What follows belongs to an exercise in optimizing a design on an open flow for small area; a production flow would make more cautious choices.
Only simulation tests tie the RTL to the original design; equivalence was not proved.
Power is estimated from default activity; no workload was simulated.

==> flow/design.v <==
`timescale 1ns/1ps
module tcp_stats_monitor (
  input  logic        ap_clk,
  input  logic        ap_rst_n,
  input  logic        ap_start,
  input  logic [63:0] cnt_preset,
  input  logic        rx_tvalid,
  input  logic        rx_tready,
  input  logic [7:0]  rx_tkeep,
  input  logic        rx_tlast,
  input  logic        tx_tvalid,
  input  logic        tx_tready,
  input  logic [7:0]  tx_tkeep,
  input  logic        tx_tlast,
  input  logic        tx_status_tvalid,
  input  logic        tx_status_tready,
  input  logic [63:0] tx_status_tdata,
  input  logic        open_status_tvalid,
  input  logic        open_status_tready,
  input  logic [23:0] open_status_tdata,
  input  logic        close_tvalid,
  input  logic        close_tready,
  output logic        ap_done,
  output logic        ap_idle,
  output logic [41:0] rx_bytes,
  output logic [41:0] tx_bytes,
  output logic [31:0] rx_pkts,
  output logic [31:0] tx_pkts,
  output logic [31:0] sts_total,
  output logic [31:0] sts_good,
  output logic [31:0] open_total,
  output logic [31:0] open_good,
  output logic [63:0] exec_cycles
);
  logic       start_prev;
  logic       rx_fire, tx_fire;
  logic [3:0] rx_cnt, tx_cnt;
  assign rx_fire = rx_tvalid & rx_tready & ap_rst_n;
  assign tx_fire = tx_tvalid & tx_tready & ap_rst_n;
  always_comb begin
    rx_cnt = 4'd0;
    tx_cnt = 4'd0;
    for (int i = 0; i < 8; i++) begin
      rx_cnt = rx_cnt + {3'd0, rx_tkeep[i]};
      tx_cnt = tx_cnt + {3'd0, tx_tkeep[i]};
    end
  end
  logic       s1_start, s1_close, s1_rxp, s1_txp, s1_sts, s1_stsg, s1_open, s1_openg;
  logic [3:0] s1_rxb, s1_txb;
  always_ff @(posedge ap_clk) begin
    start_prev <= ap_start & ap_rst_n;
    s1_start   <= ap_start & ~start_prev & ap_rst_n;
    s1_close   <= close_tvalid & close_tready & ap_rst_n;
    s1_rxb     <= rx_fire ? rx_cnt : 4'd0;
    s1_rxp     <= rx_fire & rx_tlast;
    s1_txb     <= tx_fire ? tx_cnt : 4'd0;
    s1_txp     <= tx_fire & tx_tlast;
    s1_sts     <= tx_status_tvalid & tx_status_tready & ap_rst_n;
    s1_stsg    <= tx_status_tvalid & tx_status_tready & ap_rst_n
                  & ~tx_status_tdata[63] & ~tx_status_tdata[62];
    s1_open    <= open_status_tvalid & open_status_tready & ap_rst_n;
    s1_openg   <= open_status_tvalid & open_status_tready & ap_rst_n & open_status_tdata[16];
  end
  logic       s2_start, s2_close, s2_rxp, s2_txp, s2_sts, s2_stsg, s2_open, s2_openg;
  logic [3:0] s2_rxb, s2_txb;
  logic       rst_q;   
  always_ff @(posedge ap_clk) begin
    rst_q    <= ~ap_rst_n;
    s2_start <= s1_start;
    s2_close <= s1_close;
    s2_rxb   <= s1_rxb;
    s2_rxp   <= s1_rxp;
    s2_txb   <= s1_txb;
    s2_txp   <= s1_txp;
    s2_sts   <= s1_sts;
    s2_stsg  <= s1_stsg;
    s2_open  <= s1_open;
    s2_openg <= s1_openg;
  end
  logic live;    
  logic clear;   
  logic keep;    
  logic [63:0] pre;   
  assign live  = ap_rst_n & ~rst_q;
  assign clear = live & s2_start;
  assign keep  = ap_rst_n & ~clear;
  assign pre   = cnt_preset & {64{clear}};
  logic close_now;
  logic running;
  assign close_now = live & s2_close;
  always_ff @(posedge ap_clk) begin
    ap_done <= close_now;
    running <= ~close_now & (clear | (running & ap_rst_n));
  end
  assign ap_idle = ~running;
  logic [41:0] rx_bytes_d, tx_bytes_d;
  logic [31:0] rx_pkts_d, tx_pkts_d, sts_total_d, sts_good_d, open_total_d, open_good_d;
  logic [63:0] exec_cycles_d;
  stat_add #(.W(42), .IW(4)) u_rxb (.q(rx_bytes),   .pre(pre[41:0]), .keep, .inc(s2_rxb & {4{live}}), .d(rx_bytes_d));
  stat_add #(.W(42), .IW(4)) u_txb (.q(tx_bytes),   .pre(pre[41:0]), .keep, .inc(s2_txb & {4{live}}), .d(tx_bytes_d));
  stat_add #(.W(32), .IW(1)) u_rxp (.q(rx_pkts),    .pre(pre[31:0]), .keep, .inc(s2_rxp & live),   .d(rx_pkts_d));
  stat_add #(.W(32), .IW(1)) u_txp (.q(tx_pkts),    .pre(pre[31:0]), .keep, .inc(s2_txp & live),   .d(tx_pkts_d));
  stat_add #(.W(32), .IW(1)) u_st  (.q(sts_total),  .pre(pre[31:0]), .keep, .inc(s2_sts & live),   .d(sts_total_d));
  stat_add #(.W(32), .IW(1)) u_sg  (.q(sts_good),   .pre(pre[31:0]), .keep, .inc(s2_stsg & live),  .d(sts_good_d));
  stat_add #(.W(32), .IW(1)) u_ot  (.q(open_total), .pre(pre[31:0]), .keep, .inc(s2_open & live),  .d(open_total_d));
  stat_add #(.W(32), .IW(1)) u_og  (.q(open_good),  .pre(pre[31:0]), .keep, .inc(s2_openg & live), .d(open_good_d));
  stat_add #(.W(64), .IW(1)) u_ex  (.q(exec_cycles), .pre(pre),    .keep, .inc(running & keep),  .d(exec_cycles_d));
  always_ff @(posedge ap_clk) begin
    rx_bytes    <= rx_bytes_d;
    tx_bytes    <= tx_bytes_d;
    rx_pkts     <= rx_pkts_d;
    tx_pkts     <= tx_pkts_d;
    sts_total   <= sts_total_d;
    sts_good    <= sts_good_d;
    open_total  <= open_total_d;
    open_good   <= open_good_d;
    exec_cycles <= exec_cycles_d;
  end
endmodule
module stat_add #(
  parameter int W  = 32,
  parameter int IW = 1
) (
  input  logic [W-1:0]  q,
  input  logic [W-1:0]  pre,
  input  logic          keep,
  input  logic [IW-1:0] inc,
  output logic [W-1:0]  d
);
  logic [W-1:0] base;
  logic [W:IW]  c;   
  assign base = (q & {W{keep}}) | pre;
  assign {c[IW], d[IW-1:0]} = {1'b0, base[IW-1:0]} + {1'b0, inc};
  localparam int B = 4;   
  localparam int S = 4;   
  localparam int NB = (W - IW + B - 1) / B;
  localparam int NS = (NB + S - 1) / S;
  logic [NB-1:0] pb;         
  logic [NB:0]   cb;         
  logic [NS-1:0] ps;         
  logic [NS:0]   cs;         
  for (genvar k = 0; k < NB; k++) begin : g_pb
    localparam int LO = IW + k * B;
    localparam int HI = (LO + B - 1 < W - 1) ? LO + B - 1 : W - 1;
    assign pb[k] = &base[HI:LO];
  end
  for (genvar m = 0; m < NS; m++) begin : g_ps
    localparam int LO = m * S;
    localparam int HI = (LO + S - 1 < NB - 1) ? LO + S - 1 : NB - 1;
    assign ps[m] = &pb[HI:LO];
  end
  assign cs[0] = c[IW];
  for (genvar m = 0; m < NS; m++) begin : g_cs
    assign cs[m+1] = cs[m] & ps[m];
  end
  for (genvar k = 0; k < NB; k++) begin : g_cb
    if (k % S == 0) begin : g_first
      assign cb[k] = cs[k / S];
    end else begin : g_next
      assign cb[k] = cb[k-1] & pb[k-1];
    end
  end
  for (genvar i = IW; i < W; i++) begin : g_bit
    if ((i - IW) % B == 0) begin : g_first
      if (i > IW) begin : g_c
        assign c[i] = cb[(i - IW) / B];
      end
    end else begin : g_next
      assign c[i] = c[i-1] & base[i-1];
    end
    assign d[i] = base[i] ^ c[i];
  end
endmodule
export LEC_CHECK = 0
export ABC_AREA = 1
export CAP_MARGIN = 20
export CORE_MARGIN = 2
export CORE_UTILIZATION = 65
export CTS_BUF_LIST = sky130_fd_sc_hd__clkbuf_16
export CTS_CLUSTER_DIAMETER = 100
export CTS_CLUSTER_SIZE = 30
export GPL_TIMING_DRIVEN = 0
export PLACE_DENSITY = 0.75
export SLEW_MARGIN = 20
create_clock -name core_clock -period 4.0 [get_ports {ap_clk}]
standard.sh (not shown) runs the stock make flow with config.mk's settings and CLKGATE_MAP_FILE= SYNTH_SCRIPT=/design/flow/synth_recipe.tcl, a recipe that flattens the netlist after the stock synthesis.
==> flow/flow/run.sh <==
#!/bin/bash
# standard layout, with the port buffers made of the smallest buffer cell and
# gates on paths with positive slack downsized (to any footprint) after global routing
cp standard.sh standard_sh_copy.log
export BUFFER_PORTS_ARGS="-buffer_cell sky130_fd_sc_hd__buf_1"
bash standard.sh RECOVER_POWER=100 MATCH_CELL_FOOTPRINT=0 finish > standard.log 2>&1
Edit:
==> flow/flow/run.sh (replaced) <==
#!/bin/bash
# standard layout, with the port buffers made of the smallest buffer cell
cp standard.sh standard_sh_copy.log
export BUFFER_PORTS_ARGS="-buffer_cell sky130_fd_sc_hd__buf_1"
bash standard.sh > standard.log 2>&1
CORE_UTILIZATION = 40   (was 65)
CTS_BUF_LIST = unset   (was sky130_fd_sc_hd__clkbuf_16)
CTS_CLUSTER_DIAMETER = unset   (was 100)
CTS_CLUSTER_SIZE = unset   (was 30)
PLACE_DENSITY = unset   (was 0.75)
Effect: The new run completed with no timing, DRC or antenna violations. Final area climbs by about 7%. Synthesized area stays the same. Routed wire length climbs by about 10%.
Edit:
CTS_BUF_LIST = sky130_fd_sc_hd__clkbuf_8   (was unset)
CTS_CLUSTER_DIAMETER = 60   (was unset)
CTS_CLUSTER_SIZE = 18   (was unset)
The changed run produced a clean layout. First-iteration DRC count went up by roughly a tenth. Final cell count hardly moves. Routed wire length shrinks slightly. Cell area fell by a few percent. Register-to-register slack degrades by 0.10 ns. Sequential share of layout area went up by 1.1 points. Maximum frequency fell by a few percent.

========
run A:
// tcp_stats_monitor: RTL as listed in full above, without the edits since
Settings: LEC_CHECK=0, ABC_AREA=1, CAP_MARGIN=20, CORE_MARGIN=2, CORE_UTILIZATION=65, CTS_BUF_LIST=sky130_fd_sc_hd__clkbuf_16, CTS_CLUSTER_DIAMETER=70, CTS_CLUSTER_SIZE=24, GPL_TIMING_DRIVEN=0, PLACE_DENSITY=0.75, SLEW_MARGIN=20; clock period 4.0 ns.
==> flow/flow/run.sh <==
#!/bin/bash
# standard layout, with the port buffers made of the smallest buffer cell
cp standard.sh standard_sh_copy.log
export BUFFER_PORTS_ARGS="-buffer_cell sky130_fd_sc_hd__buf_1"
bash standard.sh > standard.log 2>&1
Input-level comparison between run B and run A:
Settings: CTS_CLUSTER_SIZE changed from 24 to 30; CTS_CLUSTER_DIAMETER changed from 70 to 100.
-- flow/flow/run.sh --
<<< run A, line 4
export BUFFER_PORTS_ARGS="-buffer_cell sky130_fd_sc_hd__buf_1"
bash standard.sh > standard.log 2>&1
>>> run B, line 4
export BUFFER_PORTS_ARGS="-buffer_cell sky130_fd_sc_hd__buf_1"
bash standard.sh REMOVE_ABC_BUFFERS=1 finish > standard.log 2>&1
### Flow results
Run B completed; timing, DRC and antenna clean
Count of placed standard cells including taps: run A and run B compared, lower one is run B
In run B the peak fanout along the critical path turned out 5 higher than in run A.
Note that the non-clock buffer count recorded for run A amounts to 1.08 times the value seen in run B.
Portion of total power attributed to sequential cells in run B is 4.0 points above run A.
A launching element of the worst setup path of rst_q is what run B shows, while ap_rst_n belongs to run A.
Summed area of non-filler cells in the final layout on run B is ahead of run A.
Changes in run C relative to run B:
Settings: CORE_UTILIZATION: 65 -> 40; PLACE_DENSITY: 0.75 -> unset.
==> flow/flow/run.sh <==
#!/bin/bash
# standard layout, with the port buffers made of the smallest buffer cell
cp standard.sh standard_sh_copy.log
export BUFFER_PORTS_ARGS="-buffer_cell sky130_fd_sc_hd__buf_1"
bash standard.sh > standard.log 2>&1
Run C ran to completion and came out clean on the timing, DRC and antenna checks.
Summary — slew at the pin closest to its max-slew limit, run C relative to run B: higher, by 0.037 ns.
Compared with run B, area of all placed cells without fillers in run C increased by a few percent.
Run B → run C: combinational fraction of design power essentially unchanged, overall routing resource usage decreased 8.4 points, core utilization decreased 28 points.
Post-CTS repair timing setup buffer count ends up lower on run B.
Cmp run B and run C / worst slack at placement / lower: run C
Critical-path maximum fanout on run C is up relative to run B.
Between run B and run C, the detailed-route vias per instance is lower for run C.
Relative to run C, the following input files were edited for run D:
Settings: CTS_CLUSTER_DIAMETER no longer set, was 100; GPL_TIMING_DRIVEN no longer set, was 0; CTS_CLUSTER_SIZE no longer set, was 30; CTS_BUF_LIST no longer set, was sky130_fd_sc_hd__clkbuf_16.
## What came out
Run D: full flow OK, the timing, DRC and antenna checks passed
Core util | run D vs run C | run D higher
Run D vs run C: clock power share up in run D
Run D vs run C, clock latency reported for the late side of the worst-skew pair went up by 0.03 ns.
| final net count | lower: run C |
On total number of cells along the worst setup path: run D sits above run C.

==> what the ideal ports hide <==
How much do the figures lean on ideal ports? The routed layouts below were timed once more, with nothing changed but the port constraints. Step 1 assumes that a clkbuf_16 drives the clock port and a buf_2 every other input. Step 2 moves the port delays by t, midway between the first and last clock arrival at a register: inputs arrive t later, outputs are due t later. That takes back most of the time a late clock gives input paths. a / b / c = no drivers / after step 1 / after step 2; a / b = the first two.
run | t, ns | slack for setup (ns) | hold WS [ns]
the first run of note 1 | 0.571 | 0.171 / 0.200 / -0.371 | 0.332 / 0.332 / 0.332
the second run of note 1 | 0.607 | 0.281 / 0.294 / -0.292 | 0.324 / 0.324 / 0.324
the third run of note 1 | 0.657 | 0.179 / 0.186 / -0.447 | 0.334 / 0.317 / 0.334
run A | 0.579 | 0.138 / 0.164 / -0.415 | 0.321 / 0.321 / 0.321
run B | 0.571 | 0.214 / 0.214 / -0.330 | 0.320 / 0.320 / 0.320
run C | 0.585 | 0.268 / 0.295 / -0.282 | 0.291 / 0.291 / 0.291
run D | 0.618 | 0.523 / 0.559 / -0.059 | 0.325 / 0.325 / 0.325
Met with ideal ports but missed after step 2: setup timing in every run listed. For the third run of note 1, which loses most, drivers alone change the setup slack by +0.007 ns; drivers and shift together by -0.626 ns.
